Context: an optimization exercise on an open-source flow, tuned for small area and a short achievable clock period. The choices shown serve that exercise and are no tape-out recipe. At most, simulation tests tie the RTL to the original design; equivalence was not proved. The RTL of runs 5 and 6 was laid out without a check of its function. The clock port is modelled as an ideal driver, which makes a skipped or thinned clock tree look cheaper than it is; a real chip needs a root buffer or a tree. No activity file was given, so power comes from the tool's default toggle rates.

## flow/run.sh

```bash
#!/bin/bash
# synth_recipe.tcl (not shown) runs the flow's synth.tcl, then flattens the netlist and writes it again
# the make line also repeats each setting of config.mk as NAME=value (left out here)
make -C /OpenROAD-flow-scripts/flow DESIGN_CONFIG=/design/flow/config.mk WORK_HOME=/design/flow/orfs CLKGATE_MAP_FILE= SYNTH_SCRIPT=/design/flow/synth_recipe.tcl finish
```

## flow/config.mk

```make
export PLATFORM = sky130hd
export DESIGN_NAME = probe_top
export DESIGN_NICKNAME = probe_top
export VERILOG_FILES = /design/flow/design.v
export SDC_FILE = /design/flow/constraint.sdc
export NUM_CORES = 4
export LEC_CHECK = 0
export CAP_MARGIN = 20
export CORE_MARGIN = 2
export CORE_UTILIZATION = 65
export CTS_CLUSTER_DIAMETER = 60
export CTS_CLUSTER_SIZE = 30
export SETUP_SLACK_MARGIN = 2.1
export SLEW_MARGIN = 20
```

## flow/constraint.sdc

```tcl
create_clock -name core_clock -period 3.75 [get_ports {mai}]
set_input_delay 0.7500 -clock core_clock [delete_from_list [all_inputs] [get_ports {mai}]]
set_output_delay 0.7500 -clock core_clock [all_outputs]
set_load 0.01 [all_outputs]
```

## flow/design.v

```verilog
`default_nettype none
package probe_pkg;
	localparam int ADDR_W = 8;
	localparam int DATA_W = 8;
	localparam int DIV_W  = 24;
	localparam int SEL_W  = 8;
	localparam logic [ADDR_W-1:0] REG_PIN_SEL0  = 8'h00;
	localparam logic [ADDR_W-1:0] REG_DATA      = 8'h01;
	localparam logic [ADDR_W-1:0] REG_IDX_RESET = 8'h02;
	localparam logic [ADDR_W-1:0] REG_ARM       = 8'h03;
	localparam logic [ADDR_W-1:0] REG_PIN_SEL1  = 8'h04;
	localparam logic [ADDR_W-1:0] REG_DIV0      = 8'h05;
	localparam logic [ADDR_W-1:0] REG_DIV1      = 8'h08;
	localparam logic [ADDR_W-1:0] REG_DIV2      = 8'h09;
	localparam logic [ADDR_W-1:0] REG_READY     = 8'h0E;
endpackage
`default_nettype wire
`timescale 1ns/1ns
`default_nettype none
module capture_buffer (
	input  logic       mai,
	input  logic       voltage_idx_reset,
	input  logic       arm,
	input  logic       store,
	input  logic [7:0] byte0,
	input  logic [7:0] byte1,
	input  logic       idx_rst_e,
	input  logic       data_rd_e,
	output logic [7:0] rd_byte
);
	logic [7:0] phi;     
	logic [7:0] rq;      
	logic [7:0] wp;      
	logic       pend;
	logic [7:0] wb0, wb1;
	logic       write_now;
	logic [7:0] ring [256];
	logic [7:0] wd_lo, wd_hi;
	logic       match;
	logic [7:0] s1 [4];
	logic [7:0] s1_d [4];
	logic [1:0] gsel;
	logic       s1v;
	logic [7:0] rq_n;
	logic [15:0] tsel;    
	logic        al;      
	logic [15:0] hen;     
	assign write_now = pend && (wp[2:0] == 3'd6);
	assign rq_n = idx_rst_e ? (phi + 8'd1) : data_rd_e ? (rq + 8'd2) : (rq + 8'd1);
	assign wd_lo = wp[7] ? wb1 : wb0;
	assign wd_hi = wp[7] ? wb0 : wb1;
	assign match = pend && (rq[6:0] == wp[6:0]);
	always_ff @(posedge mai) begin
		if (voltage_idx_reset) begin
			phi  <= '0;
			rq   <= '0;
			wp   <= '0;
			pend <= 1'b0;
			s1v  <= 1'b0;
		end else begin
			phi <= phi + 8'd1;
			rq  <= rq_n;
			if (arm) begin
				wp   <= phi + 8'd1;
				pend <= 1'b0;
			end else begin
				wp <= wp + (write_now ? 8'd2 : 8'd1);
				if (store) pend <= 1'b1;
				else if (write_now) pend <= 1'b0;
			end
			s1v <= al && !match;
		end
	end
	always_ff @(posedge mai) begin
		if (voltage_idx_reset) begin
			tsel <= 16'd1;
			al   <= 1'b0;
			hen  <= '0;
		end else begin
			tsel <= 16'd1 << rq_n[5:2];
			al   <= (rq_n[1:0] == 2'd3);
			hen  <= (!arm && (wp[2:0] == 3'd5) && (pend || store)) ? (16'd1 << wp[6:3]) : 16'd0;
		end
	end
	always_ff @(posedge mai) begin
		if (store) begin
			wb0 <= byte0;
			wb1 <= byte1;
		end
	end
	for (genvar p = 0; p < 256; p++) begin : g_ring
		if ((p % 8) == 7) begin : g_head
			always_ff @(posedge mai) begin
				if (hen[(p / 8) % 16])
					ring[p] <= (p >= 128) ? wd_hi : wd_lo;
				else
					ring[p] <= ring[(p + 255) % 256];
			end
		end else begin : g_plain
			always_ff @(posedge mai) begin
				ring[p] <= ring[(p + 255) % 256];
			end
		end
	end
	for (genvar g = 0; g < 4; g++) begin : g_s1
		always_comb begin
			s1_d[g] = '0;
			for (int k = 0; k < 16; k++)
				s1_d[g] = s1_d[g] | ({8{tsel[k]}} & ring[64 * g + 4 * k + 3]);
		end
		always_ff @(posedge mai) begin
			s1[g] <= s1_d[g];
		end
	end
	always_ff @(posedge mai) begin
		gsel <= rq[7:6];
	end
	always_ff @(posedge mai) begin
		if (match)
			rd_byte <= (rq[7] ^ wp[7]) ? wb1 : wb0;
		else if (s1v)
			rd_byte <= s1[gsel];
	end
endmodule
`default_nettype wire
`timescale 1ns/1ns
`default_nettype none
module pin_sampler (
	input  logic        mai,
	input  logic        voltage_idx_reset,
	input  logic [7:0]  pin_sel0,
	input  logic [7:0]  pin_sel1,
	input  logic [23:0] div,
	input  logic        arm,
	input  logic [15:0] probe_pins,
	output logic        store,
	output logic [7:0]  byte0,
	output logic [7:0]  byte1,
	output logic        ready
);
	logic        capturing;
	logic        ge;
	logic [23:0] c;
	logic [9:0]  k;
	logic [6:0]  sh0, sh1;
	logic        pin0, pin1;
	logic        tick;
	assign pin0 = (pin_sel0[7:4] == 4'd0) && probe_pins[pin_sel0[3:0]];
	assign pin1 = (pin_sel1[7:4] == 4'd0) && probe_pins[pin_sel1[3:0]];
	assign tick  = capturing && ge;
	assign store = tick && (k[2:0] == 3'd7);
	assign byte0 = {sh0, pin0};
	assign byte1 = {sh1, pin1};
	always_ff @(posedge mai) begin
		if (voltage_idx_reset) begin
			capturing <= 1'b0;
			ready     <= 1'b0;
			k         <= '0;
		end else if (arm) begin
			capturing <= 1'b1;
			ready     <= 1'b0;
			k         <= '0;
		end else if (tick) begin
			k <= k + 10'd1;
			if (k == 10'd1023) begin
				capturing <= 1'b0;
				ready     <= 1'b1;
			end
		end
	end
	always_ff @(posedge mai) begin
		if (arm || tick) begin
			c  <= 24'd1;
			ge <= (div == 24'd0);
		end else begin
			c  <= c + 24'd1;
			ge <= (c >= div);
		end
	end
	always_ff @(posedge mai) begin
		if (tick) begin
			sh0 <= {sh0[5:0], pin0};
			sh1 <= {sh1[5:0], pin1};
		end
	end
endmodule
`default_nettype wire
`timescale 1ns/1ns
`default_nettype none
import probe_pkg::*;
module probe_regs (
	input  logic        mai,
	input  logic        voltage_idx_reset,
	input  logic        req,
	input  logic [16:0] host_in,
	output logic        ack,
	output logic [7:0]  rdata,
	output logic [7:0]  pin_sel0,
	output logic [7:0]  pin_sel1,
	output logic [23:0] div,
	output logic        arm,
	output logic        idx_rst_e,
	output logic        data_rd_e,
	input  logic        ready,
	input  logic [7:0]  rd_byte
);
	logic       w1, w2, a, d;    
	logic       idle;
	logic [7:0] addr;
	logic       wr;
	logic [7:0] wdata;
	logic d_ps0, d_ps1, d_dv0, d_dv1, d_dv2, d_rdy, d_dat, d_idx, d_arm;
	logic f_ps0, f_ps1, f_dv0, f_dv1, f_dv2, f_rdy, f_dat, f_arm, f_idx, f_wr;
	assign addr  = host_in[16:9];
	assign wr    = host_in[8];
	assign wdata = host_in[7:0];
	assign idle  = !w1 && !w2 && !a && !d;
	assign d_ps0 = (addr == REG_PIN_SEL0);
	assign d_ps1 = (addr == REG_PIN_SEL1);
	assign d_dv0 = (addr == REG_DIV0);
	assign d_dv1 = (addr == REG_DIV1);
	assign d_dv2 = (addr == REG_DIV2);
	assign d_rdy = (addr == REG_READY);
	assign d_dat = (addr == REG_DATA);
	assign d_idx = (addr == REG_IDX_RESET);
	assign d_arm = (addr == REG_ARM);
	assign idx_rst_e = w1 && f_idx;
	assign data_rd_e = w1 && !f_wr && f_dat;
	assign arm       = w2 && f_arm;
	always_ff @(posedge mai) begin
		f_ps0 <= d_ps0;
		f_ps1 <= d_ps1;
		f_dv0 <= d_dv0;
		f_dv1 <= d_dv1;
		f_dv2 <= d_dv2;
		f_rdy <= d_rdy;
		f_dat <= d_dat;
		f_arm <= wr && d_arm;
		f_idx <= wr && d_idx;
		f_wr  <= wr;
	end
	always_ff @(posedge mai) begin
		if (voltage_idx_reset) begin
			w1  <= 1'b0;
			w2  <= 1'b0;
			a   <= 1'b0;
			d   <= 1'b0;
			ack <= 1'b0;
		end else begin
			w1  <= idle && req;
			w2  <= w1;
			a   <= w2 || (a && req);
			d   <= a && !req;
			ack <= w2 || a;
		end
	end
	always_ff @(posedge mai) begin
		if (voltage_idx_reset) begin
			pin_sel0 <= '0;
			pin_sel1 <= 8'd2;
			div      <= '0;
		end else begin
			if (w2 && f_wr && f_ps0) pin_sel0 <= wdata;
			if (w2 && f_wr && f_ps1) pin_sel1 <= wdata;
			if (w1 && f_wr && f_dv0) div[7:0]   <= wdata;
			if (w1 && f_wr && f_dv1) div[15:8]  <= wdata;
			if (w1 && f_wr && f_dv2) div[23:16] <= wdata;
		end
	end
	always_ff @(posedge mai) begin
		if (voltage_idx_reset) begin
			rdata <= '0;
		end else if (w2 && !f_wr) begin
			rdata <= ({8{f_ps0}} & pin_sel0)
			       | ({8{f_ps1}} & pin_sel1)
			       | ({8{f_dv0}} & div[7:0])
			       | ({8{f_dv1}} & div[15:8])
			       | ({8{f_dv2}} & div[23:16])
			       | ({8{f_rdy}} & {7'd0, ready})
			       | ({8{f_dat}} & rd_byte);
		end
	end
endmodule
`default_nettype wire
`timescale 1ns/1ns
`default_nettype none
module probe_top #(
	parameter int PROBE_WIDTH  = 16,
	parameter int SAMPLE_BYTES = 128
) (
	input  logic                   mai,
	input  logic                   voltage_idx_reset,
	input  logic                   req,
	input  logic [16:0]            host_in,
	output logic                   ack,
	output logic [7:0]             rdata,
	input  logic [PROBE_WIDTH-1:0] probe_pins
);
	logic [7:0]  pin_sel0, pin_sel1;
	logic [23:0] div;
	logic        arm, idx_rst_e, data_rd_e;
	logic        ready;
	logic        store;
	logic [7:0]  byte0, byte1;
	logic [7:0]  rd_byte;
	probe_regs u_regs (
		.mai               (mai),
		.voltage_idx_reset (voltage_idx_reset),
		.req               (req),
		.host_in           (host_in),
		.ack               (ack),
		.rdata             (rdata),
		.pin_sel0          (pin_sel0),
		.pin_sel1          (pin_sel1),
		.div               (div),
		.arm               (arm),
		.idx_rst_e         (idx_rst_e),
		.data_rd_e         (data_rd_e),
		.ready             (ready),
		.rd_byte           (rd_byte)
	);
	pin_sampler u_sampler (
		.mai               (mai),
		.voltage_idx_reset (voltage_idx_reset),
		.pin_sel0          (pin_sel0),
		.pin_sel1          (pin_sel1),
		.div               (div),
		.arm               (arm),
		.probe_pins        (probe_pins),
		.store             (store),
		.byte0             (byte0),
		.byte1             (byte1),
		.ready             (ready)
	);
	capture_buffer u_buffer (
		.mai               (mai),
		.voltage_idx_reset (voltage_idx_reset),
		.arm               (arm),
		.store             (store),
		.byte0             (byte0),
		.byte1             (byte1),
		.idx_rst_e         (idx_rst_e),
		.data_rd_e         (data_rd_e),
		.rd_byte           (rd_byte)
	);
endmodule
`default_nettype wire
```

==> results.yml, run 1 <==
clocking:
  cts_root_buffer: "clkbuf_16"
  cts_buffer_depth: 3
  clock-sinks: 2279
  numCtsBuffers: 108
  cts-hold-fix-buffers: 0
  cts.htree.levels: 3
  cts_tree: "built"
  cts.clk_slew.worst_paths_ns: 0.10
  clk_latency_ns: 0.72
global_routing:
  grt_max_degree: 59
  overflow: 0
  grt_pass1_vias: 28300
  track_usage_pct: 29.6
  grt_pass1_wl_mm: 187
  antenna_found_initial: 2
finish:
  mostFrequentLayoutCells: "dfxtp_1 (2,150), nor2_1 (370), a21oi_1 (286), a22o_1 (136), a221oi_1 (134)"
  final_area_sq_um: 63300
  layout_commonest_cell: "dfxtp_1"
  post-route-util_pct: 74.5
  nets: 4065
  stdcell_count: 5214
  drive_gt1_share_pct: 13.7
  synthToLayoutAreaGrowth_pct: 13.8
timing:
  rsz0062_at_grt: "true"
  max_freq_ghz: 0.511
  layout_setup_ws_ns: 1.79
  finalHoldViolations: 0
  worst_hold_slack_ns: 0.317
  tightestPinTransition_ns: 1.22
  clock_skew_ns: 0.0373
  fin_crit_ns: 1.96
  setup_tns_ns: 0
  slew_viol_final: 0
  relSlewSlack_pct: 18.9
  setup_violations: 0
  timing.final.crit_share_pct: 52.2
logic_synthesis:
  synth_seq_cells: 2279
  ys_types: 55
  yosysWarningCount: 6
  synthArstFlopShare_pct: 0
  synth-main-ff-cell: "dfxtp_1"
  syn_area_sq_um: 55600
  syn_inst: 3864
  synth_nets: 3933
  synth_seq_area_share_pct: 82.7
  avgSynthCellArea_sq_um: 14.4
  synth_enable_flop_cells: 38
floorplanning:
  die_h_um: 297
  die_w_um: 297
  initial_utilization_pct: 65.5
  io_pins: 45
  core.rowCount: 107
  dieArea_sq_um: 88000
  core_area_sq_um: 85000
setup_path:
  worstSetupPathType: "reg -> reg"
  cp_data_required_time_ns: 4.33
  crit_slowest_cell: "and3b_2"
  crit_path_end_kind: "flop"
  cp-start-kind: "flop"
  cp_common_cell: "buf_6"
  critPathMaxStageDelay_ns: 0.40
  timing.critical_path.cells: "and3b_2 > buf_6 > nor2_2 > a21oi_4 > buf_6 > a32oi_4 > nor4_2"
  cp_max_fo: 6
  crit_arrival_ns: 2.54
routing:
  wl_per_cell_um: 25.1
  firstDrtPassIters: 6
  via_per_inst: 5.57
  antenna_left: 0
  drcViolationCount: 0
  drt-total-wl_mm: 131
  drt_iter0_markers: 2448
  via_count: 29000
place:
  pre_cts_ws_ns: 1.17
  place_congestion: 0.862
  dp_cells: 4932
  post_dp_cell_area_sq_um: 57400
  port_buffers: 44
  hpwl_mm: 68.2
run_status:
  status: "timing/DRC/antenna clean"
flow_run:
  drv_cap: 0
power_and_ir_drop:
  power-per-cell-area_nw_per_um2: 626
  ir_drop_mv: 0.664
  p_leak_nw: 24.7
  p_total_mw: 39.6
min_path:
  min_path_type: "reg -> reg"
==> state kept, by name (all words and copies together), names as in the netlist, 2 cells and up <==
name              cells
u_buffer.ring      2048
u_regs.pin_sel0       8
u_buffer.s1          32
u_sampler.k          10
u_regs.div           24
u_buffer.hen         16
u_buffer.rq           8
u_buffer.wb1          8
u_sampler.sh1         7
u_buffer.phi          8
u_sampler.c          24
u_buffer.rd_byte      8
u_buffer.wb0          8
u_buffer.tsel        16
u_regs.rdata          8
u_sampler.sh0         7
u_buffer.gsel         2
u_buffer.wp           8
u_regs.pin_sel1       8
==> routing by layer <==
| layer | routed length (um) | track usage (%) | up-vias |
|---|---|---|---|
| met5 | 11 | 0 | - |
| met4 | 3700 | 7.70 | 2 |
| met3 | 7010 | 3.70 | 206 |
| met2 | 58600 | 45.6 | 872 |
| met1 | 61600 | 44.5 | 14600 |
| li1 | - | - | 13400 |
==> worst max-delay path, delay by kind of cell (launching register included) <==
family	cells	cell delay [ns]
and+or+nand+nor	3	0.82
AOI/OAI and AO/OA	2	0.36
buffers and inverters	2	0.29
DFF	1	0.37
==> repair_timing <==
item | CTS | global route
gates resized for setup | 198 | 97
buffers inserted | 47 | 48
gates cloned | 2 | 1
pin swaps | 42 | 31
endpoints found under the setup margin | 263 | 143
==> cell families after synthesis <==
group                      Yosys count  share of synthesized area (%)
and+or+nand+nor                    605                           4.83
adders and majority gates           33                          0.756
DFF                               2279                           82.7
buffers and inverters              189                           1.31
xor gates and xnor gates            54                          0.850
muxes                               79                           1.83
AOI/OAI and AO/OA                  625                           7.74
==> cell type report <==
cell class	instances	area (sq um)
fillers	5256	21700
clock inverters	67	922
multi-input cells	1398	9870
clock buffers	116	2840
flip-flops and latches	2279	46200
inverters	35	135
well taps	1144	1430
repair buffers	174	1870
diodes	1	2.50
==> final timing paths <==
check | from | end | slack (ns) | depth (start not counted)
hold reg to reg | u_buffer.ring[244][3]$_DFF_P_ | u_buffer.ring[245][3]$_DFF_P_ | 0.32 | 0
hold / removal | u_buffer.ring[244][3]$_DFF_P_ | u_buffer.ring[245][3]$_DFF_P_ | 0.32 | 0
setup reg to reg | u_regs.f_wr$_DFF_P_ | u_buffer.tsel[6]$_SDFF_PP0_ | 1.79 | 7
setup / recovery | u_regs.f_wr$_DFF_P_ | u_buffer.tsel[6]$_SDFF_PP0_ | 1.79 | 7
==> synthesized netlist by cell type (4+ instances only) <==
library cell | n | area [sq um]
a22oi_1 | 7 | 52.6
or3_1 | 4 | 25.0
a22o_1 | 136 | 1190
o21ai_0 | 10 | 50.1
a211oi_1 | 11 | 82.6
ha_1 | 32 | 400
a21oi_1 | 293 | 1470
and2_1 | 10 | 62.6
edfxtp_1 | 38 | 1140
a221oi_1 | 136 | 1190
and3_1 | 14 | 87.6
mux2i_1 | 60 | 601
xor2_1 | 26 | 228
nand3_1 | 26 | 130
a311oi_1 | 9 | 78.8
nor3_1 | 20 | 100
o21a_1 | 4 | 30.0
nand4_1 | 46 | 288
nand2b_1 | 7 | 43.8
nor3b_1 | 5 | 37.5
inv_1 | 35 | 131
nor2b_1 | 5 | 31.3
nor2_1 | 373 | 1400
buf_1 | 4 | 15.0
dfxtp_1 | 2241 | 44900
nand2_1 | 57 | 214
nor4_1 | 21 | 131
and3b_1 | 4 | 35.0
buf_2 | 5 | 25.0
mux4_2 | 18 | 405
and4_1 | 4 | 35.0
xnor2_1 | 28 | 245
clkbuf_1 | 142 | 533
==> power by group <==
group	switching, mW	internal, mW	total [mW]
clock	8.07	6.17	14.2
sequential	0.209	24.4	24.6
combinational	0.398	0.368	0.766
==> run 2, diff against run 1 <==
--- a/flow/config.mk
+++ b/flow/config.mk
@@ -12,3 +12,3 @@
 export CTS_CLUSTER_SIZE = 30
-export SETUP_SLACK_MARGIN = 2.1
+export SETUP_SLACK_MARGIN = 1.9
 export SLEW_MARGIN = 20
==> results.yml, run 2 <==
run_status:
  status: "timing/DRC/antenna clean"
global_routing:
  antenna_found_initial: 3
  grt_pass1_wl_mm: 176
  grt_pass1_vias: 27600
  overflow: 0
  grt_max_degree: 55
  track_usage_pct: 27.2
timing:
  relSlewSlack_pct: 21.9
  rsz0062_at_grt: "true"
  timing.final.crit_share_pct: 52.5
  setup_tns_ns: 0
  max_freq_ghz: 0.508
  finalHoldViolations: 0
  setup_violations: 0
  fin_crit_ns: 1.97
  slew_viol_final: 0
  tightestPinTransition_ns: 1.17
  clock_skew_ns: 0.0303
power_and_ir_drop:
  p_int_mw: 30.4
  power_frac_clock_pct: 35.0
  p_total_mw: 38.7
  p_leak_nw: 23.9
  combinationalPowerShare_pct: 1.6
  sw_frac_of_total_pct: 21.5
  power-per-cell-area_nw_per_um2: 632
  ir_drop_mv: 0.484
  netSwitchingPower_mw: 8.34
  seq_power_share_pct: 63.4
setup_path:
  timing.critical_path.cells: "buf_2"
  cp-endpoint: "rdata[7]"
  cp_data_required_time_ns: 3.00
  crit_slowest_cell: "dfxtp_2"
  path_depth: 1
  r2r_end: "u_buffer.wp[6]$_SDFF_PP0_"
  crit_arrival_ns: 1.22
  critPathTopFamily: "flip-flops"
  reg2reg_slack_ns: 1.80
  rr_startpoint: "u_buffer.wp[0]$_SDFF_PP0_"
  timing.critical_path.buf_inv: 1
  worstSetupPathType: "reg -> out"
  worst_r2r_path_depth: 9
  crit_path_end_kind: "primary output"
  critPathLaunch: "u_regs.rdata[7]$_SDFFE_PP0P_"
  cp_max_fo: 2
  critPathMaxStageDelay_ns: 0.38
  cp-start-kind: "flop"
floorplanning:
  core.rowCount: 107
  dieArea_sq_um: 88000
  die_w_um: 297
  core_area_sq_um: 85000
  io_pins: 45
  die_h_um: 297
  initial_utilization_pct: 65.5
logic_synthesis:
  ys_types: 55
  synth_fa_ha_area_share_pct: 0.756
  synth_top_area_share_pct: 80.6
  synth_top_family_by_area: "compound AO/OA/AOI/OAI gates"
  yosysWarningCount: 6
  yosys.area_share.simple_pct: 4.83
  synth_common_cells: "dfxtp_1 (2,241), nor2_1 (373), a21oi_1 (293)"
  yosysMostFrequentCell: "dfxtp_1"
  synth_enable_flop_cells: 38
  syn_inst: 3864
  synth.area.mux_share_pct: 1.83
  synth_area_leaders: "dfxtp_1 (81%), a21oi_1 (2.6%), nor2_1 (2.5%), a221oi_1 (2.1%), a22o_1 (2.1%)"
  synthArstFlopShare_pct: 0
  avgSynthCellArea_sq_um: 14.4
  synth_seq_cells: 2279
  synth_compound_area_share_pct: 7.74
  synth_xor_area_share_pct: 0.850
  syn_area_sq_um: 55600
  synth_nets: 3933
  synth_seq_area_share_pct: 82.7
  synth-main-ff-cell: "dfxtp_1"
  yosys.area.top_type: "dfxtp_1"
clocking:
  clk_latency_ns: 0.72
  clock-sinks: 2279
  cts_tree: "built"
  cts_buffer_depth: 3
  cts.clk_slew.worst_paths_ns: 0.10
  cts.htree.levels: 3
  numCtsBuffers: 104
  cts_root_buffer: "clkbuf_16"
  cts-hold-fix-buffers: 0
finish:
  reg_top3: "u_buffer.ring: 2048 flops, u_buffer.s1: 32 flops"
  synthToLayoutAreaGrowth_pct: 10.2
  diodes: 0
  drive_gt1_share_pct: 9.31
  fill_cells: 5598
  layout_commonest_cell: "dfxtp_1"
  top_register: "u_buffer.ring"
  mostFrequentLayoutCells: "dfxtp_1 (2,173), nor2_1 (373), a21oi_1 (291), a22o_1 (136), a221oi_1 (136)"
  largest_reg_flops: 2048
  nets: 3984
  stdcell_count: 5130
  multi_input_area_sq_um: 9160
  final-seq-area_sq_um: 46200
place:
  dp_cells: 4935
  hpwl_mm: 66.0
  place_congestion: 0.865
  port_buffers: 44
routing:
  wl_met1_mm: 57.3
  firstDrtPassIters: 6
  via_count: 28100
  met2WireLength_mm: 54.2
  drcViolationCount: 0
  drt_iter0_markers: 1895
  wl_per_cell_um: 23.3
  drt-total-wl_mm: 119
  via_per_inst: 5.48
  met3WireLength_mm: 5.41
  top_layer_used: "met5"
  antenna_left: 0
min_path:
  min_path_type: "reg -> reg"
flow_run:
  drv_cap: 0
run 2: changes by cell type in the layout (fill, tap and decap cells not counted), sizes merged:
| cell | delta |
|---|---|
| or3 | +1 |
| a211o | -1 |
| dlygate4sd2 | -6 |
| bufinv | -3 |
| mux2 | -1 |
| clkinvlp | +1 |
| dlymetal6s2s | -2 |
| clkdlybuf4s50 | +8 |
| buf | -75 |
| diode | -1 |
| inv | -2 |
| clkbuf | -3 |
run 2: worst min-delay path by stage:
stage / to / startpoint / cells after the start
after detailed placement: u_buffer.ring[129][2]$_DFF_P_ / u_buffer.ring[128][2]$_DFF_P_ / 0
final: u_buffer.ring[139][1]$_DFF_P_ / u_buffer.ring[138][1]$_DFF_P_ / 0
after floorplan: u_buffer.ring[101][0]$_DFF_P_ / u_buffer.ring[100][0]$_DFF_P_ / 0
after global routing: u_buffer.ring[214][2]$_DFF_P_ / u_buffer.ring[213][2]$_DFF_P_ / 0
after CTS: u_buffer.ring[214][2]$_DFF_P_ / u_buffer.ring[213][2]$_DFF_P_ / 0
after global placement: u_buffer.ring[22][3]$_DFF_P_ / u_buffer.ring[21][3]$_DFF_P_ / 0
run 2: repair_timing:
action / CTS / global route
setup buffers: 9 / 8
pin swaps: 17 / 10
endpoints found under the hold margin: 0 / 0
endpoints found under the setup margin: 91 / 59
resized for setup: 93 / 40
cloned: 0 / 1
run 2: area by class of cell:
class                      count  area share, %
tap                         1144           2.34
clock inverter                63           1.31
multi-input combinational   1397           14.9
inverter                      35          0.220
clock buffer                 114           4.46
timing repair buffer          98           1.43
sequential                  2279           75.3
run 2: cell families (layout without fill, tap and decap cells):
kind of cell             Yosys count  count (layout)
adder cells (fa/ha/maj)           33              33
flip-flops                      2279            2279
multiplexers                      79              79
AND/OR/NAND/NOR                  605             606
AO/OA/AOI/OAI                    625             625
buffers and inverters            189             310
XOR/XNOR                          54              54
run 2: power by group through the flow:
| stage | combinational, mW | sequential (mW) | clock (mW) |
|---|---|---|---|
| global route | 0.689 | 24.6 | 14.6 |
| floorplan | 0.403 | 25.1 | 0 |
| detailed placement | 0.552 | 25.1 | 0 |
| CTS | 0.585 | 24.6 | 13.8 |
| global placement | 0.522 | 25.1 | 0 |
| finish | 0.604 | 24.6 | 13.6 |
run 2: per-stage QoR:
stage / hold WS (ns) / util [%] / setup WS [ns] / area [sq um]
global placement: 0.310 / 67.4 / 1.23 / 57300
global route: 0.318 / 72.1 / 1.70 / 61300
detailed placement: 0.312 / 67.4 / 1.22 / 57300
floorplan: 0.310 / - / 1.71 / 55700
finish: 0.314 / 72.1 / 1.78 / 61300
CTS: 0.320 / 71.9 / 1.65 / 61100
run 2: metal layers:
layer | global-route usage (%) | up-vias
li1 | - | 13200
met1 | 40.5 | 14100
met2 | 42.5 | 614
met3 | 3.83 | 167
met4 | 6.18 | 2
met5 | 0 | -
==> run 3, diff against run 2 <==
--- a/flow/config.mk
+++ b/flow/config.mk
@@ -9,5 +9,6 @@
 export CORE_MARGIN = 2
-export CORE_UTILIZATION = 65
+export CORE_UTILIZATION = 75
 export CTS_CLUSTER_DIAMETER = 60
 export CTS_CLUSTER_SIZE = 30
+export PLACE_DENSITY = 0.85
 export SETUP_SLACK_MARGIN = 1.9
==> results.yml, run 3 <==
clocking:
  cts_tree: "built"
  clk_latency_ns: 0.70
  cts_root_buffer: "clkbuf_16"
  cts_buffer_depth: 3
  cts.clk_slew.worst_paths_ns: 0.11
  cts.htree.levels: 3
  clock-sinks: 2279
  numCtsBuffers: 93
logic_synthesis:
  yosys.area.top_type: "dfxtp_1"
  ys_types: 55
  synth-main-ff-cell: "dfxtp_1"
  synthArstFlopShare_pct: 0
  syn_area_sq_um: 55600
  yosysWarningCount: 6
  synth_top_area_share_pct: 80.6
  synth_common_cells: "dfxtp_1 (2,241), nor2_1 (373), a21oi_1 (293)"
  avgSynthCellArea_sq_um: 14.4
  synth_area_leaders: "dfxtp_1 (81%), a21oi_1 (2.6%), nor2_1 (2.5%), a221oi_1 (2.1%), a22o_1 (2.1%)"
  synth_enable_flop_cells: 38
  yosysMostFrequentCell: "dfxtp_1"
  syn_inst: 3864
  synth_seq_cells: 2279
  synth_nets: 3933
  synth_seq_area_share_pct: 82.7
min_path:
  hold_depth: 0
  hp-start: "u_buffer.ring[193][7]$_DFF_P_"
  min_path_type: "reg -> reg"
  hold_end: "u_buffer.ring[194][7]$_DFF_P_"
finish:
  reg_top3: "u_buffer.ring: 2048 flops, u_buffer.s1: 32 flops"
  drive_gt1_share_pct: 8.74
  top_register: "u_buffer.ring"
  fill_cells: 3466
  diodes: 0
  mostFrequentLayoutCells: "dfxtp_1 (2,176), nor2_1 (373), a21oi_1 (289), a22o_1 (136), a221oi_1 (135)"
  largest_reg_flops: 2048
  stdcell_count: 4908
  nets: 3978
  multi_input_area_sq_um: 9320
  layout_commonest_cell: "dfxtp_1"
  synthToLayoutAreaGrowth_pct: 8.90
  final-seq-area_sq_um: 46200
routing:
  antenna_left: 0
  firstDrtPassIters: 6
  via_count: 29800
  via_per_inst: 6.07
  drt-total-wl_mm: 132
  wl_per_cell_um: 26.9
  drcViolationCount: 0
  drt_iter0_markers: 3216
global_routing:
  use_met2_pct: 55.3
  grt_max_degree: 68
  track_usage_pct: 33.9
  grt.met1_usage_pct: 45.0
  grt_pass1_wl_mm: 191
  grt_pass1_vias: 30200
  use_met3_pct: 5.74
  antenna_found_initial: 2
  overflow: 0
  top_usage_layer: "met2"
setup_path:
  crit_path_end_kind: "flop"
  rr_startpoint: "u_regs.f_wr$_DFF_P_"
  worstSetupPathType: "reg -> reg"
  cp_max_fo: 8
  crit_arrival_ns: 2.53
  cp_data_required_time_ns: 4.35
  cp-start-kind: "flop"
  reg2reg_slack_ns: 1.82
  r2r_end: "u_buffer.tsel[4]$_SDFF_PP0_"
  worst_r2r_path_depth: 5
timing:
  tightestPinTransition_ns: 1.24
  relSlewSlack_pct: 17.4
  worst_hold_slack_ns: 0.320
  timing.final.crit_share_pct: 51.4
  rsz0062_at_grt: "true"
  setup_tns_ns: 0
  setup_violations: 0
  max_freq_ghz: 0.519
  clock_skew_ns: 0.0362
  finalHoldViolations: 0
  fin_crit_ns: 1.93
  slew_viol_final: 0
run_status:
  status: "timing/DRC/antenna clean"
place:
  port_buffers: 44
  hpwl_mm: 70.2
  dp_cells: 4750
  place_congestion: 0.885
floorplanning:
  initial_utilization_pct: 76.0
  dieArea_sq_um: 76400
  core.rowCount: 99
  core_area_sq_um: 73200
  io_pins: 45
  die_w_um: 276
  die_h_um: 276
power_and_ir_drop:
  p_leak_nw: 23.7
  power-per-cell-area_nw_per_um2: 622
  ir_drop_mv: 0.486
  p_total_mw: 37.7
flow_run:
  drv_cap: 0
run 3: layout make-up:
| type | count | share of cell area, % |
|---|---|---|
| flip-flops and latches | 2279 | 76.2 |
| multi-input cells | 1398 | 15.4 |
| clock buffers | 104 | 4.06 |
| well taps | 959 | 1.98 |
| repair buffers | 102 | 1.53 |
| clock inverters | 31 | 0.665 |
| inverters | 35 | 0.217 |
run 3: kinds of logic (layout without fill, tap and decap cells):
family | Yosys count | after routing | synth area share, %
AOI/OAI and AO/OA | 625 | 626 | 7.74
buffers and inverters | 189 | 272 | 1.31
DFF | 2279 | 2279 | 82.7
xor gates and xnor gates | 54 | 54 | 0.850
and+or+nand+nor | 605 | 605 | 4.83
adders and majority gates | 33 | 33 | 0.756
muxes | 79 | 80 | 1.83
run 3: through the flow:
stage	util, %	instance area, sq um	setup slack, ns
after floorplan	-	55700	1.71
after global placement	78.0	57100	1.23
after detailed placement	78.0	57100	1.21
after CTS	82.2	60200	1.72
after global routing	82.8	60600	1.72
final	82.8	60600	1.82
run 3: worst max path at each step:
stage / startpoint / slack, ns / end
global placement: probe_pins[15] / 1.23 / u_buffer.wb1[0]$_DFFE_PP_
global route: u_buffer.rq[0]$_SDFF_PP0_ / 1.72 / u_buffer.tsel[2]$_SDFF_PP0_
floorplan: probe_pins[15] / 1.71 / u_buffer.wb0[0]$_DFFE_PP_
detailed placement: voltage_idx_reset / 1.21 / u_buffer.tsel[0]$_SDFF_PP1_
finish: u_regs.f_wr$_DFF_P_ / 1.82 / u_buffer.tsel[4]$_SDFF_PP0_
CTS: u_regs.rdata[6]$_SDFFE_PP0P_ / 1.72 / rdata[6]
run 3: critical path, cell delays in order, from the launching register on:
cell,delay [ns]
dfxtp_4,0.39
and3b_2,0.40
mux2i_2,0.29
xnor2_2,0.13
mux2_4,0.35
nor4_2,0.26
run 3: power by group:
group          leakage, nW  switching (mW)  total, mW  internal [mW]
registers             18.5           0.212       24.6           24.4
logic                 3.79           0.359      0.647          0.288
clock network         1.40            7.35       12.5           5.10
total                 23.7            7.92       37.7           29.8
run 3: what timing repair did:
action | 4_1_cts | 5_1_grt
hold buffers | 0 | 0
endpoints found under the setup margin | 207 | 61
cloned | 1 | 1
gates resized for setup | 104 | 55
pin swaps | 14 | 21
buffers inserted | 10 | 10
run 3: routing by layer:
metal	up-vias	part of all wire, %
met1	14800	40
met5	-	0
met4	0	5.0
met2	1374	47
li1	13200	-
met3	407	8.2
==> run 4, diff against run 3 <==
==> flow/flow/run.sh (new file) <==
#!/bin/bash
# The standard layout, except for the clock tree: after CTS, the clock
# port drives four root buffers, one per quarter of the die, and each of
# them drives the leaf clock buffers of its quarter directly (flow/retree.tcl
# replaces the H-tree's root and branch buffers and CTS's dummy loads).
# Every tool's output goes to a log file of its own in this folder.
set -euo pipefail
results=orfs/results/sky130hd/probe_top/base
OPENROAD=openroad
if [[ -x "$FLOW_HOME/../tools/install/OpenROAD/bin/openroad" ]]; then
  OPENROAD="$FLOW_HOME/../tools/install/OpenROAD/bin/openroad"
fi
bash standard.sh cts > standard_to_cts.log 2>&1
"$OPENROAD" -no_init -exit flow/retree_run.tcl > retree.log 2>&1
touch "$results/4_cts.sdc"
bash standard.sh finish > standard_finish.log 2>&1
==> flow/flow/retree.tcl (new file) <==
# Rebuild the clock tree of the placed, clock-tree-synthesised design: the
# clock port drives NROOT clkbuf_16, one per region of the die, and each of
# them drives the leaf clock buffers (those that drive flip-flops) of its
# region. The old root and branch buffers and the dummy loads are removed.
# Objects are kept by name: odb handles go stale when other objects are
# destroyed.
proc rt_loads {net} {
  set res {}
  foreach it [$net getITerms] { if {[$it isInputSignal]} { lappend res $it } }
  return $res
}
proc rt_kill {block iname} {
  # give every signal pin its own temporary net, then destroy the cell
  # (destroying a cell with an open output crashes this OpenROAD build)
  set inst [$block findInst $iname]
  set k 0
  set tnames {}
  foreach it [$inst getITerms] {
    if {[$it isInputSignal] || [$it isOutputSignal]} {
      if {[$it getNet] != "NULL"} { $it disconnect }
      set tn "rt_tmp_${iname}_$k"
      odb::dbNet_create $block $tn
      $it connect [$block findNet $tn]
      lappend tnames $tn
      incr k
    }
  }
  odb::dbInst_destroy [$block findInst $iname]
  foreach tn $tnames { odb::dbNet_destroy [$block findNet $tn] }
}
proc retree {nroot} {
  set block [ord::get_db_block]
  set clk [$block findNet mai]
  set level {}
  foreach it [rt_loads $clk] { lappend level [[$it getInst] getName] }
  set internal {}
  set leaves {}
  set dummies {}
  while {[llength $level] > 0} {
    set next {}
    foreach iname $level {
      set inst [$block findInst $iname]
      set xt "NULL"
      foreach it [$inst getITerms] { if {[$it isOutputSignal]} { set xt $it } }
      set out "NULL"
      if {$xt != "NULL"} { set out [$xt getNet] }
      if {$out == "NULL"} { lappend dummies $iname; continue }
      set isleaf 0
      set sub {}
      foreach it [rt_loads $out] {
        set li [$it getInst]
        set m [[$li getMaster] getName]
        if {[string match *clkbuf* $m] || [string match clkload* [$li getName]]} { lappend sub [$li getName] } else { set isleaf 1 }
      }
      if {$isleaf} { lappend leaves $iname } else { lappend internal $iname }
      lappend next {*}$sub
    }
    set level $next
  }
  set dummies [lsort -unique $dummies]
  puts "RETREE internal [llength $internal] leaves [llength $leaves] dummies [llength $dummies]"
  # split the leaves into nroot groups by position (halves in y, then x, ...)
  set pts {}
  foreach l $leaves {
    set b [[$block findInst $l] getBBox]
    lappend pts [list $l [expr {([$b xMin]+[$b xMax])/2}] [expr {([$b yMin]+[$b yMax])/2}]]
  }
  set groups [list $pts]
  set axis 1
  while {[llength $groups] < $nroot} {
    set ng {}
    foreach g $groups {
      set s [lsort -integer -index $axis $g]
      set h [expr {[llength $s]/2}]
      lappend ng [lrange $s 0 [expr {$h-1}]] [lrange $s $h end]
    }
    set groups $ng
    set axis [expr {3 - $axis}]
  }
  foreach d $dummies { rt_kill $block $d }
  # detach the leaves from the old branch nets, remove the old tree
  set master [[ord::get_db] findMaster sky130_fd_sc_hd__clkbuf_16]
  set i 0
  foreach g $groups {
    set sx 0; set sy 0
    foreach p $g { set sx [expr {$sx + [lindex $p 1]}]; set sy [expr {$sy + [lindex $p 2]}] }
    set cx [expr {$sx / [llength $g]}]; set cy [expr {$sy / [llength $g]}]
    odb::dbNet_create $block "clknet_root_$i"
    set net [$block findNet "clknet_root_$i"]
    $net setSigType CLOCK
    odb::dbInst_create $block $master "clkbuf_root_$i"
    set b [$block findInst "clkbuf_root_$i"]
    $b setLocation $cx $cy
    $b setPlacementStatus PLACED
    $b setSourceType TIMING
    [$b findITerm A] connect [$block findNet mai]
    [$b findITerm X] connect [$block findNet "clknet_root_$i"]
    foreach p $g {
      set a [[$block findInst [lindex $p 0]] findITerm A]
      $a disconnect
      $a connect [$block findNet "clknet_root_$i"]
    }
    incr i
  }
  foreach iname $internal {
    set inst [$block findInst $iname]
    set outname [[[$inst findITerm X] getNet] getName]
    rt_kill $block $iname
    set out [$block findNet $outname]
    if {$out != "NULL" && [llength [$out getITerms]] == 0 && [llength [$out getBTerms]] == 0} { odb::dbNet_destroy $out }
  }
}
==> flow/flow/retree_run.tcl (new file) <==
# Rebuild the CTS result's clock tree (see retree.tcl), legalise the new
# root buffers and write the design back as the CTS result.
set results orfs/results/sky130hd/probe_top/base
source flow/retree.tcl
read_db $results/4_cts.odb
retree 4
read_liberty $::env(FLOW_HOME)/platforms/sky130hd/lib/sky130_fd_sc_hd__tt_025C_1v80.lib
detailed_placement
check_placement -verbose
write_db $results/4_cts.odb
==> flow/standard.sh (new file) <==
#!/bin/bash
# synth_recipe.tcl (not shown) runs the flow's synth.tcl, then flattens the netlist and writes it again
# the make line also repeats each setting of config.mk as NAME=value (left out here)
make -C /OpenROAD-flow-scripts/flow DESIGN_CONFIG=/design/flow/config.mk WORK_HOME=/design/flow/orfs CLKGATE_MAP_FILE= SYNTH_SCRIPT=/design/flow/synth_recipe.tcl "${@:-finish}"
removed: flow/run.sh
==> results.yml, run 4 <==
timing:
  setup_tns_ns: 0
  fin_crit_ns: 1.92
  relSlewSlack_pct: 17.2
  slew_viol_final: 0
  tightestPinTransition_ns: 1.24
  rsz0062_at_grt: "true"
  worst_hold_slack_ns: 0.305
  timing.final.crit_share_pct: 51.3
  finalHoldViolations: 0
  setup_violations: 0
  max_freq_ghz: 0.520
  clock_skew_ns: 0.0603
  layout_setup_ws_ns: 1.83
logic_synthesis:
  avgSynthCellArea_sq_um: 14.4
  synth_area_leaders: "dfxtp_1 (81%), a21oi_1 (2.6%), nor2_1 (2.5%), a221oi_1 (2.1%), a22o_1 (2.1%)"
  synth_seq_cells: 2279
  yosysMostFrequentCell: "dfxtp_1"
  synth-main-ff-cell: "dfxtp_1"
  yosysWarningCount: 6
  syn_area_sq_um: 55600
  synth_enable_flop_cells: 38
  synth_common_cells: "dfxtp_1 (2,241), nor2_1 (373), a21oi_1 (293)"
  synth_seq_area_share_pct: 82.7
  syn_inst: 3864
  synth_top_area_share_pct: 80.6
  ys_types: 55
  synthArstFlopShare_pct: 0
  synth_nets: 3933
  yosys.area.top_type: "dfxtp_1"
flow_run:
  drv_cap: 0
setup_path:
  cp_data_required_time_ns: 4.20
  critPathMaxStageDelay_ns: 0.50
  r2r_end: "u_buffer.tsel[0]$_SDFF_PP1_"
  worst_r2r_path_depth: 6
  crit_slowest_cell: "dfxtp_1"
  timing.critical_path.buf_inv: 1
  timing.critical_path.cells: "and3_1 > nand3_1 > xor2_2 > a211o_2 > inv_2 > a211oi_2"
  crit_arrival_ns: 2.38
  cp_max_fo: 5
  crit_path_end_kind: "flop"
  critPathTopFamily: "flip-flops"
  cp-start-kind: "flop"
  worstSetupPathType: "reg -> reg"
  rr_startpoint: "u_buffer.phi[2]$_SDFF_PP0_"
  reg2reg_slack_ns: 1.83
routing:
  via_per_inst: 6.10
  drcViolationCount: 0
  firstDrtPassIters: 7
  drt_iter0_markers: 3008
  via_count: 29600
  wl_per_cell_um: 27.0
  antenna_left: 0
  drt-total-wl_mm: 131
floorplanning:
  initial_utilization_pct: 76.0
  die_w_um: 276
  core.rowCount: 99
  die_h_um: 276
  dieArea_sq_um: 76400
  io_pins: 45
  core_area_sq_um: 73200
global_routing:
  antenna_found_initial: 1
  track_usage_pct: 33.7
  grt_pass1_vias: 30200
  grt_pass1_wl_mm: 191
  grt_max_degree: 68
  overflow: 0
finish:
  fill_cells: 3565
  reg_top3: "u_buffer.ring: 2048 flops, u_buffer.s1: 32 flops"
  layout_commonest_cell: "dfxtp_1"
  drive_gt1_share_pct: 7.79
  largest_reg_flops: 2048
  mostFrequentLayoutCells: "dfxtp_1 (2,172), nor2_1 (373), a21oi_1 (289), a22o_1 (136), a221oi_1 (135)"
  nets: 3974
  diodes: 0
  final_area_sq_um: 59900
  top_register: "u_buffer.ring"
  synthToLayoutAreaGrowth_pct: 7.65
clocking:
  clock-sinks: 2279
  clk_latency_ns: 0.56
  cts.clk_slew.worst_paths_ns: 0.10
place:
  place_congestion: 0.885
  post_dp_cell_area_sq_um: 57100
  port_buffers: 44
  pre_cts_ws_ns: 1.21
  hpwl_mm: 70.2
min_path:
  min_path_type: "reg -> reg"
  hold_depth: 0
  hold_end: "u_buffer.ring[235][6]$_DFF_P_"
  hp-start: "u_buffer.ring[234][6]$_DFF_P_"
power_and_ir_drop:
  p_leak_nw: 23.5
  ir_drop_mv: 0.573
  p_total_mw: 36.1
  power-per-cell-area_nw_per_um2: 603
run_status:
  status: "timing/DRC/antenna clean"
-- run 4: cell count changes in the layout (fill, tap and decap cells not counted), moves of 3 or more --
| cell | before | now |
|---|---|---|
| clkbuf_1 | 5 | 0 |
| dlymetal6s2s_1 | 2 | 16 |
| clkinv_4 | 4 | 0 |
| clkbuf_8 | 3 | 0 |
| dfxtp_1 | 2176 | 2172 |
| bufinv_16 | 3 | 0 |
| clkdlybuf4s50_1 | 32 | 18 |
| clkbuf_16 | 96 | 88 |
| inv_6 | 10 | 0 |
| inv_8 | 5 | 0 |
| clkinv_8 | 4 | 0 |
-- run 4: cell type report --
| cell class | count | area (sq um) | share of cell area (%) |
|---|---|---|---|
| tap | 959 | 1200 | 2.00 |
| inverter | 35 | 134 | 0.224 |
| sequential | 2279 | 46200 | 77.1 |
| multi-input combinational | 1397 | 9230 | 15.4 |
| clock buffer | 88 | 2200 | 3.68 |
| timing repair buffer | 103 | 966 | 1.61 |
-- run 4: power breakdown --
group / switching (mW) / internal (mW)
Sequential: 0.210 / 24.4
Combinational: 0.355 / 0.287
Clock: 6.71 / 4.16
-- run 4: how the worst max path moves through the flow --
stage	start	endpoint	slack [ns]	depth (start not counted)
after floorplan	probe_pins[15]	u_buffer.wb0[0]$_DFFE_PP_	1.71	3
after global placement	probe_pins[15]	u_buffer.wb1[0]$_DFFE_PP_	1.23	4
after detailed placement	voltage_idx_reset	u_buffer.tsel[0]$_SDFF_PP1_	1.21	5
after CTS	u_regs.rdata[6]$_SDFFE_PP0P_	rdata[6]	1.72	1
after global routing	u_regs.f_wr$_DFF_P_	u_buffer.tsel[4]$_SDFF_PP0_	1.78	5
final	u_buffer.phi[2]$_SDFF_PP0_	u_buffer.tsel[0]$_SDFF_PP1_	1.83	6
-- run 4: per-stage QoR --
step,instances,util (%)
2_1_floorplan,3864,-
3_3_place_gp,4750,78.0
3_5_place_dp,4750,78.0
4_1_cts,4896,82.2
5_1_grt,4861,81.8
6_report,4861,81.8
-- run 4: what timing repair did --
item / 4_1_cts / 5_1_grt
hold buffers: 0 / 0
pin swaps: 14 / 17
resized for setup: 104 / 65
setup buffers: 10 / 11
cloned: 1 / 0
setup endpoints to repair: 207 / 53
-- run 4: layer usage --
metal / global-route usage [%] / vias to the layer above / routed length [um]
met4: 13.6 / 0 / 6540
met5: 0 / - / 0
li1: - / 13100 / -
met3: 6.19 / 419 / 11000
met1: 44.7 / 14800 / 51900
met2: 55.4 / 1359 / 61700
-- run 4: cell families after synthesis --
group / Yosys count / share of synthesized area, %
AOI/OAI and AO/OA: 625 / 7.74
xor gates and xnor gates: 54 / 0.850
adders and majority gates: 33 / 0.756
buffers and inverters: 189 / 1.31
DFF: 2279 / 82.7
muxes: 79 / 1.83
and+or+nand+nor: 605 / 4.83
==> run 5, diff against run 4 <==
--- a/flow/design.v
+++ b/flow/design.v
@@ -30,3 +30,3 @@
 );
-	logic [7:0] phi;     
+	logic [7:0] phn;     
 	logic [7:0] rq;      
@@ -48,3 +48,3 @@
 	assign write_now = pend && (wp[2:0] == 3'd6);
-	assign rq_n = idx_rst_e ? (phi + 8'd1) : data_rd_e ? (rq + 8'd2) : (rq + 8'd1);
+	assign rq_n = idx_rst_e ? phn : data_rd_e ? (rq + 8'd2) : (rq + 8'd1);
 	assign wd_lo = wp[7] ? wb1 : wb0;
@@ -54,3 +54,3 @@
 		if (voltage_idx_reset) begin
-			phi  <= '0;
+			phn  <= 8'd1;
 			rq   <= '0;
@@ -60,9 +60,9 @@
 		end else begin
-			phi <= phi + 8'd1;
+			phn <= phn + 8'd1;
 			rq  <= rq_n;
 			if (arm) begin
-				wp   <= phi + 8'd1;
+				wp   <= phn;
 				pend <= 1'b0;
 			end else begin
-				wp <= wp + (write_now ? 8'd2 : 8'd1);
+				wp <= write_now ? {wp[7:3] + 5'd1, 3'd0} : (wp + 8'd1);
 				if (store) pend <= 1'b1;
@@ -79,4 +79,12 @@
 		end else begin
-			tsel <= 16'd1 << rq_n[5:2];
-			al   <= (rq_n[1:0] == 2'd3);
+			if (idx_rst_e) begin
+				tsel <= 16'd1 << phn[5:2];
+				al   <= (phn[1:0] == 2'd3);
+			end else if (data_rd_e) begin
+				tsel <= rq[1] ? {tsel[14:0], tsel[15]} : tsel;
+				al   <= (rq[1:0] == 2'd1);
+			end else begin
+				tsel <= (rq[1:0] == 2'd3) ? {tsel[14:0], tsel[15]} : tsel;
+				al   <= (rq[1:0] == 2'd2);
+			end
 			hen  <= (!arm && (wp[2:0] == 3'd5) && (pend || store)) ? (16'd1 << wp[6:3]) : 16'd0;
@@ -130,4 +138,4 @@
 	input  logic        voltage_idx_reset,
-	input  logic [7:0]  pin_sel0,
-	input  logic [7:0]  pin_sel1,
+	input  logic [15:0] pin_oh0,
+	input  logic [15:0] pin_oh1,
 	input  logic [23:0] div,
@@ -147,4 +155,4 @@
 	logic        tick;
-	assign pin0 = (pin_sel0[7:4] == 4'd0) && probe_pins[pin_sel0[3:0]];
-	assign pin1 = (pin_sel1[7:4] == 4'd0) && probe_pins[pin_sel1[3:0]];
+	assign pin0 = |(pin_oh0 & probe_pins);
+	assign pin1 = |(pin_oh1 & probe_pins);
 	assign tick  = capturing && ge;
@@ -199,2 +207,4 @@
 	output logic [7:0]  pin_sel1,
+	output logic [15:0] pin_oh0,
+	output logic [15:0] pin_oh1,
 	output logic [23:0] div,
@@ -216,2 +226,4 @@
 	assign wdata = host_in[7:0];
+	logic [15:0] wdata_oh;
+	assign wdata_oh = (wdata[7:4] == 4'd0) ? (16'd1 << wdata[3:0]) : 16'd0;
 	assign idle  = !w1 && !w2 && !a && !d;
@@ -260,6 +272,14 @@
 			pin_sel1 <= 8'd2;
+			pin_oh0  <= 16'd1;
+			pin_oh1  <= 16'd4;
 			div      <= '0;
 		end else begin
-			if (w2 && f_wr && f_ps0) pin_sel0 <= wdata;
-			if (w2 && f_wr && f_ps1) pin_sel1 <= wdata;
+			if (w2 && f_wr && f_ps0) begin
+				pin_sel0 <= wdata;
+				pin_oh0  <= wdata_oh;
+			end
+			if (w2 && f_wr && f_ps1) begin
+				pin_sel1 <= wdata;
+				pin_oh1  <= wdata_oh;
+			end
 			if (w1 && f_wr && f_dv0) div[7:0]   <= wdata;
@@ -299,2 +319,3 @@
 	logic [7:0]  pin_sel0, pin_sel1;
+	logic [15:0] pin_oh0, pin_oh1;
 	logic [23:0] div;
@@ -314,2 +335,4 @@
 		.pin_sel1          (pin_sel1),
+		.pin_oh0           (pin_oh0),
+		.pin_oh1           (pin_oh1),
 		.div               (div),
@@ -324,4 +347,4 @@
 		.voltage_idx_reset (voltage_idx_reset),
-		.pin_sel0          (pin_sel0),
-		.pin_sel1          (pin_sel1),
+		.pin_oh0           (pin_oh0),
+		.pin_oh1           (pin_oh1),
 		.div               (div),
--- a/flow/config.mk
+++ b/flow/config.mk
@@ -10,6 +10,6 @@
 export CORE_UTILIZATION = 75
-export CTS_CLUSTER_DIAMETER = 60
-export CTS_CLUSTER_SIZE = 30
+export CTS_CLUSTER_DIAMETER = 50
+export CTS_CLUSTER_SIZE = 25
 export PLACE_DENSITY = 0.85
-export SETUP_SLACK_MARGIN = 1.9
+export SETUP_SLACK_MARGIN = 2.15
 export SLEW_MARGIN = 20
==> results.yml, run 5 <==
run_status:
  status: "timing/DRC/antenna clean"
setup_path:
  critPathMaxStageDelay_ns: 0.61
  path_depth: 4
  cp-endpoint: "u_buffer.rd_byte[6]$_DFFE_PP_"
  rr_startpoint: "u_buffer.rq[7]$_SDFF_PP0_"
  worst_r2r_path_depth: 4
  crit_path_end_kind: "flop"
  crit_arrival_ns: 2.39
  timing.critical_path.cells: "xnor2_4 > buf_12 > mux2i_1 > a21oi_1"
  critPathTopFamily: "multiplexers"
  worstSetupPathType: "reg -> reg"
  cp_data_required_time_ns: 4.09
  cp_max_fo: 8
  cp-start-kind: "flop"
  crit_slowest_cell: "mux2i_1"
  critPathLaunch: "u_buffer.rq[7]$_SDFF_PP0_"
  r2r_end: "u_buffer.rd_byte[6]$_DFFE_PP_"
  timing.critical_path.buf_inv: 1
  reg2reg_slack_ns: 1.70
logic_synthesis:
  syn_area_sq_um: 57200
  yosysMostFrequentCell: "dfxtp_1"
  synth_nets: 4172
  synth-main-ff-cell: "dfxtp_1"
  syn_inst: 4095
  synth_seq_area_share_pct: 81.6
  synth_enable_flop_cells: 38
  ys_types: 52
  avgSynthCellArea_sq_um: 14.0
  synth_top_area_share_pct: 79.6
  yosysWarningCount: 6
  yosys.area.top_type: "dfxtp_1"
  synth_seq_cells: 2311
  synth_common_cells: "dfxtp_1 (2,273), nor2_1 (397), a21oi_1 (337)"
  synth_area_leaders: "dfxtp_1 (80%), a21oi_1 (3.0%), nor2_1 (2.6%), a221oi_1 (2.2%), a22o_1 (2.2%)"
  synthArstFlopShare_pct: 0
floorplanning:
  initial_utilization_pct: 75.5
  io_pins: 45
  dieArea_sq_um: 78400
  die_w_um: 280
  core_area_sq_um: 75700
  die_h_um: 280
  core.rowCount: 101
finish:
  layout_commonest_cell: "dfxtp_1"
  largest_reg_flops: 2048
  drive_gt1_share_pct: 12.7
  top_register: "u_buffer.ring"
  synthToLayoutAreaGrowth_pct: 11.8
  nets: 4285
  reg_top3: "u_buffer.ring: 2048 flops, u_buffer.s1: 32 flops"
  mostFrequentLayoutCells: "dfxtp_1 (2,174), nor2_1 (391), a21oi_1 (324), a22o_1 (144), clkbuf_16 (122)"
  final_area_sq_um: 63900
clocking:
  clock-sinks: 2311
  cts.clk_slew.worst_paths_ns: 0.09
  clk_latency_ns: 0.63
routing:
  wl_per_cell_um: 29.8
  firstDrtPassIters: 7
  via_count: 33400
  drt_iter0_markers: 4175
  antenna_left: 0
  drt-total-wl_mm: 155
  drcViolationCount: 0
  via_per_inst: 6.43
timing:
  relSlewSlack_pct: 19.9
  finalHoldViolations: 0
  slew_viol_final: 0
  timing.final.crit_share_pct: 54.6
  clock_skew_ns: 0.0558
  max_freq_ghz: 0.489
  rsz0062_at_grt: "true"
  tightestPinTransition_ns: 1.20
  setup_violations: 0
  layout_setup_ws_ns: 1.70
  fin_crit_ns: 2.05
  setup_tns_ns: 0
place:
  hpwl_mm: 73.0
  port_buffers: 44
  place_congestion: 0.891
  post_dp_cell_area_sq_um: 58600
  pre_cts_ws_ns: 1.14
power_and_ir_drop:
  p_total_mw: 38.8
  power-per-cell-area_nw_per_um2: 608
  p_leak_nw: 24.9
  ir_drop_mv: 0.573
global_routing:
  antenna_found_initial: 4
  track_usage_pct: 37.7
  grt_pass1_wl_mm: 217
  grt_max_degree: 72
  overflow: 0
  grt_pass1_vias: 33800
flow_run:
  drv_cap: 0
min_path:
  min_path_type: "reg -> reg"
run 5: changes by cell type after synthesis, moves of 13 or more:
cell	previous run	this run
nand2_1	57	88
nor3_1	20	33
nor2_1	373	397
and3_1	14	29
dfxtp_1	2241	2273
a21oi_1	293	337
clkbuf_1	142	181
run 5: where the power goes:
| group | total (mW) | leakage [nW] | switching, mW | internal [mW] |
|---|---|---|---|---|
| Clock | 13.1 | 1.49 | 7.48 | 5.63 |
| Combinational | 0.820 | 4.68 | 0.427 | 0.393 |
| Sequential | 24.9 | 18.7 | 0.180 | 24.7 |
| Total | 38.8 | 24.9 | 8.09 | 30.7 |
run 5: worst min path at each step:
stage	startpoint	endpoint	slack, ns	cells after the start
6_report	u_buffer.ring[129][6]$_DFF_P_	u_buffer.ring[130][6]$_DFF_P_	0.29	0
5_1_grt	u_buffer.ring[165][2]$_DFF_P_	u_buffer.ring[166][2]$_DFF_P_	0.30	0
4_1_cts	u_buffer.ring[117][6]$_DFF_P_	u_buffer.ring[118][6]$_DFF_P_	0.32	0
3_5_place_dp	u_buffer.ring[133][5]$_DFF_P_	u_buffer.ring[134][5]$_DFF_P_	0.31	0
3_3_place_gp	u_buffer.ring[100][7]$_DFF_P_	u_buffer.ring[101][7]$_DFF_P_	0.31	0
2_1_floorplan	u_buffer.ring[100][0]$_DFF_P_	u_buffer.ring[101][0]$_DFF_P_	0.31	0
run 5: routing by layer:
| metal | share of wire, % | GRT usage (%) | vias up |
|---|---|---|---|
| li1 | - | - | 14000 |
| met1 | 38 | 48.4 | 16400 |
| met2 | 47 | 61.8 | 2235 |
| met3 | 9.0 | 6.74 | 700 |
| met4 | 6.6 | 19.7 | 2 |
| met5 | 0.0052 | 0 | - |
run 5: area by class of cell:
cell class              count  area (sq um)
multi-input cells        1554         10600
inverters                  37           148
flip-flops and latches   2311         46900
well taps                 978          1220
diodes                      2          5.00
repair buffers            182          1990
fillers                  3192         11800
clock buffers             121          3030
run 5: logic make-up (layout without fill, tap and decap cells):
| family | count (synthesis) | after routing | synth area share [%] |
|---|---|---|---|
| multiplexers | 73 | 73 | 1.46 |
| other | 0 | 2 | 0 |
| adder cells (fa/ha/maj) | 41 | 41 | 0.897 |
| XOR/XNOR | 52 | 52 | 0.797 |
| AND/OR/NAND/NOR | 691 | 692 | 5.38 |
| flip-flops | 2311 | 2311 | 81.6 |
| buffers and inverters | 231 | 340 | 1.57 |
| AO/OA/AOI/OAI | 696 | 696 | 8.29 |
run 5: timing repair:
action	in CTS	in global routing
gates resized for setup	220	165
pin swaps	24	43
endpoints found under the hold margin	0	0
hold buffers	0	0
cloned	2	1
setup endpoints to repair	265	198
buffers inserted	52	39
run 5: through the flow:
stage          instances  hold slack [ns]  util (%)
2_1_floorplan       4095            0.310         -
3_3_place_gp        4968            0.309      77.4
3_5_place_dp        4968            0.312      77.4
4_1_cts             5253            0.319      85.0
5_1_grt             5183            0.295      84.4
6_report            5185            0.287      84.4
==> run 6, diff against run 5 <==
--- a/flow/config.mk
+++ b/flow/config.mk
@@ -11,5 +11,5 @@
 export CTS_CLUSTER_DIAMETER = 50
-export CTS_CLUSTER_SIZE = 25
+export CTS_CLUSTER_SIZE = 28
 export PLACE_DENSITY = 0.85
-export SETUP_SLACK_MARGIN = 2.15
+export SETUP_SLACK_MARGIN = 2.0
 export SLEW_MARGIN = 20
==> results.yml, run 6 <==
run_status:
  status: "timing/DRC/antenna clean"
routing:
  via_count: 32600
  drt-total-wl_mm: 148
  via_per_inst: 6.34
  wl_per_cell_um: 28.8
  drt_iter0_markers: 3817
  drcViolationCount: 0
  antenna_left: 0
  firstDrtPassIters: 6
logic_synthesis:
  synth-main-ff-cell: "dfxtp_1"
  synth_area_leaders: "dfxtp_1 (80%), a21oi_1 (3.0%), nor2_1 (2.6%), a221oi_1 (2.2%), a22o_1 (2.2%)"
  synthArstFlopShare_pct: 0
  yosysWarningCount: 6
  synth_seq_cells: 2311
  yosysMostFrequentCell: "dfxtp_1"
  synth_enable_flop_cells: 38
  syn_area_sq_um: 57200
  yosys.area.top_type: "dfxtp_1"
  ys_types: 52
  synth_top_area_share_pct: 79.6
  avgSynthCellArea_sq_um: 14.0
  syn_inst: 4095
  synth_nets: 4172
  synth_seq_area_share_pct: 81.6
  synth_common_cells: "dfxtp_1 (2,273), nor2_1 (397), a21oi_1 (337)"
floorplanning:
  initial_utilization_pct: 75.5
  core_area_sq_um: 75700
  core.rowCount: 101
  die_h_um: 280
  dieArea_sq_um: 78400
  die_w_um: 280
  io_pins: 45
finish:
  largest_reg_flops: 2048
  layout_commonest_cell: "dfxtp_1"
  drive_gt1_share_pct: 8.54
  stdcell_count: 5140
  nets: 4238
  multi_input_area_sq_um: 9960
  fill_cells: 3396
  reg_top3: "u_buffer.ring: 2048 flops, u_buffer.s1: 32 flops"
  top_register: "u_buffer.ring"
  mostFrequentLayoutCells: "dfxtp_1 (2,206), nor2_1 (396), a21oi_1 (335), a22o_1 (144), a221oi_1 (136)"
  final-seq-area_sq_um: 46800
  synthToLayoutAreaGrowth_pct: 9.31
timing:
  rsz0062_at_grt: "true"
  tightestPinTransition_ns: 1.24
  layout_setup_ws_ns: 1.89
  timing.final.crit_share_pct: 49.6
  max_freq_ghz: 0.538
  slew_viol_final: 0
  worst_hold_slack_ns: 0.302
  relSlewSlack_pct: 17.3
  setup_tns_ns: 0
  finalHoldViolations: 0
  setup_violations: 0
  clock_skew_ns: 0.0443
  fin_crit_ns: 1.86
global_routing:
  overflow: 0
  grt_pass1_vias: 33500
  antenna_found_initial: 1
  grt_max_degree: 100
  track_usage_pct: 37.1
  grt_pass1_wl_mm: 214
setup_path:
  rr_startpoint: "u_buffer.rq[1]$_SDFF_PP0_"
  crit_slowest_cell: "dfxtp_2"
  worst_r2r_path_depth: 8
  timing.critical_path.cells: "ha_2 > inv_1 > a21oi_4 > buf_6 > buf_6 > mux2i_2 > o22a_1 > nor2_1"
  crit_path_end_kind: "flop"
  cp-start-kind: "flop"
  cp_data_required_time_ns: 4.22
  cp_max_fo: 6
  critPathMaxStageDelay_ns: 0.41
  cp_common_cell: "buf_6"
  reg2reg_slack_ns: 1.89
  crit_arrival_ns: 2.33
  r2r_end: "u_buffer.tsel[11]$_SDFFE_PP0P_"
  worstSetupPathType: "reg -> reg"
place:
  pre_cts_ws_ns: 1.11
  dp_cells: 4973
  place_congestion: 0.897
  port_buffers: 44
  hpwl_mm: 73.3
clocking:
  cts-hold-fix-buffers: 0
  clk_latency_ns: 0.63
  clock-sinks: 2311
  cts.clk_slew.worst_paths_ns: 0.10
min_path:
  hold_depth: 0
  hold_end: "u_buffer.ring[179][2]$_DFF_P_"
  hp-start: "u_buffer.ring[178][2]$_DFF_P_"
  min_path_type: "reg -> reg"
flow_run:
  drv_cap: 0
power_and_ir_drop:
  power-per-cell-area_nw_per_um2: 619
  ir_drop_mv: 0.638
  p_leak_nw: 24.4
==> run 6: cell counts after synthesis <==
Identical to the previous run, type by type.
==> run 6: area by class of cell <==
class,count,share of cell area [%]
Multi-Input combinational cell,1553,15.9
Tap cell,978,1.96
Sequential cell,2311,74.9
Clock buffer,124,4.97
Inverter,37,0.230
Antenna cell,4,0.0160
Timing Repair Buffer,133,2.00
==> run 6: what timing repair did <==
action                                 4_1_cts  5_1_grt
endpoints found under the hold margin        0        0
setup endpoints to repair                  141      123
resized for setup                          117       71
buffers inserted                            25       13
pin swaps                                    4        8
==> run 6: cell families after synthesis <==
logic type               synth area share [%]
AO/OA/AOI/OAI                            8.29
buffers and inverters                    1.57
AND/OR/NAND/NOR                          5.38
multiplexers                             1.46
XOR/XNOR                                0.797
adder cells (fa/ha/maj)                 0.897
flip-flops                               81.6
==> run 6: worst max path at each step <==
stage / from / end / slack, ns / depth (start not counted)
final: u_buffer.rq[1]$_SDFF_PP0_ / u_buffer.tsel[11]$_SDFFE_PP0P_ / 1.89 / 8
after global routing: u_buffer.rq[1]$_SDFF_PP0_ / u_buffer.tsel[11]$_SDFFE_PP0P_ / 1.87 / 8
after CTS: u_regs.rdata[6]$_SDFFE_PP0P_ / rdata[6] / 1.78 / 1
after detailed placement: host_in[7] / u_regs.pin_oh0[8]$_SDFFE_PP0P_ / 1.11 / 6
after global placement: host_in[7] / u_regs.pin_oh1[10]$_SDFFE_PP0P_ / 1.14 / 6
after floorplan: host_in[7] / u_regs.pin_oh1[10]$_SDFFE_PP0P_ / 1.99 / 5
==> run 6: layer usage <==
layer	vias up	track usage [%]	wire (um)
li1	13900	-	-
met1	16200	48.2	56800
met2	1867	60.4	70200
met3	536	6.71	13000
met4	2	18.6	7930
met5	-	0	13
==> run 6: worst max-delay path: cells and delay by family (launching register included) <==
kind                       cells  cell delay, ns
AOI/OAI and AO/OA              2            0.43
DFF                            1            0.41
buffers and inverters          3            0.35
muxes                          1            0.24
adders and majority gates      1            0.23
and+or+nand+nor                1            0.06
==> run 6: power by group <==
group          total (mW)  internal [mW]  switching (mW)
clock                13.2           5.76            7.40
sequential           24.8           24.7           0.161
combinational       0.655          0.301           0.354
==> run 6: metrics by stage <==
step                      utilization [%]  power, mW  area, sq um
final                                82.5       38.7        62500
after global routing                 82.5       39.5        62500
after global placement               77.3       25.9        58500
after detailed placement             77.3       26.0        58500
after floorplan                         -       25.8        57200
after CTS                            84.1       42.0        63600

static timing again, ports no longer ideal:
The flow's constraints put no driver on any port. The routed layouts listed below were extracted and timed again, unchanged, in two steps.
Step 1, drivers: a clkbuf_16 drives mai and a buf_2 each remaining input, both assumed.
Step 2 also shifts input and output timing later by t, the mid clock arrival at the registers, as if the neighbouring blocks saw the same clock.
a / b / c = ideal / step 1 / step 2; a / b = the first two.
run | shift t [ns] | setup slack, ns | worst register clock-pin slew, ns | worst slew at a driven data input, ns | cell pins on the clock port's net
run 1 | 0.776 | 1.793 / 1.727 / 1.178 | 0.11 / 0.11 | 0.05 | 1
run 2 | 0.766 | 1.781 / 1.714 / 1.215 | 0.11 / 0.11 | 0.05 | 1
run 3 | 0.757 | 1.822 / 1.771 / 1.209 | 0.11 / 0.11 | 0.05 | 1
run 4 | 0.682 | 1.826 / 1.826 / 1.353 | 0.11 / 0.11 | 0.04 | 4
run 5 | 0.760 | 1.704 / 1.704 / 1.533 | 0.10 / 0.10 | 0.04 | 4
run 6 | 0.762 | 1.890 / 1.778 / 1.507 | 0.12 / 0.12 | 0.04 | 4
After both steps every run listed still meets setup and hold. The setup slack of run 1, which loses most, moves by -0.066 ns with the drivers and by -0.615 ns with both steps.
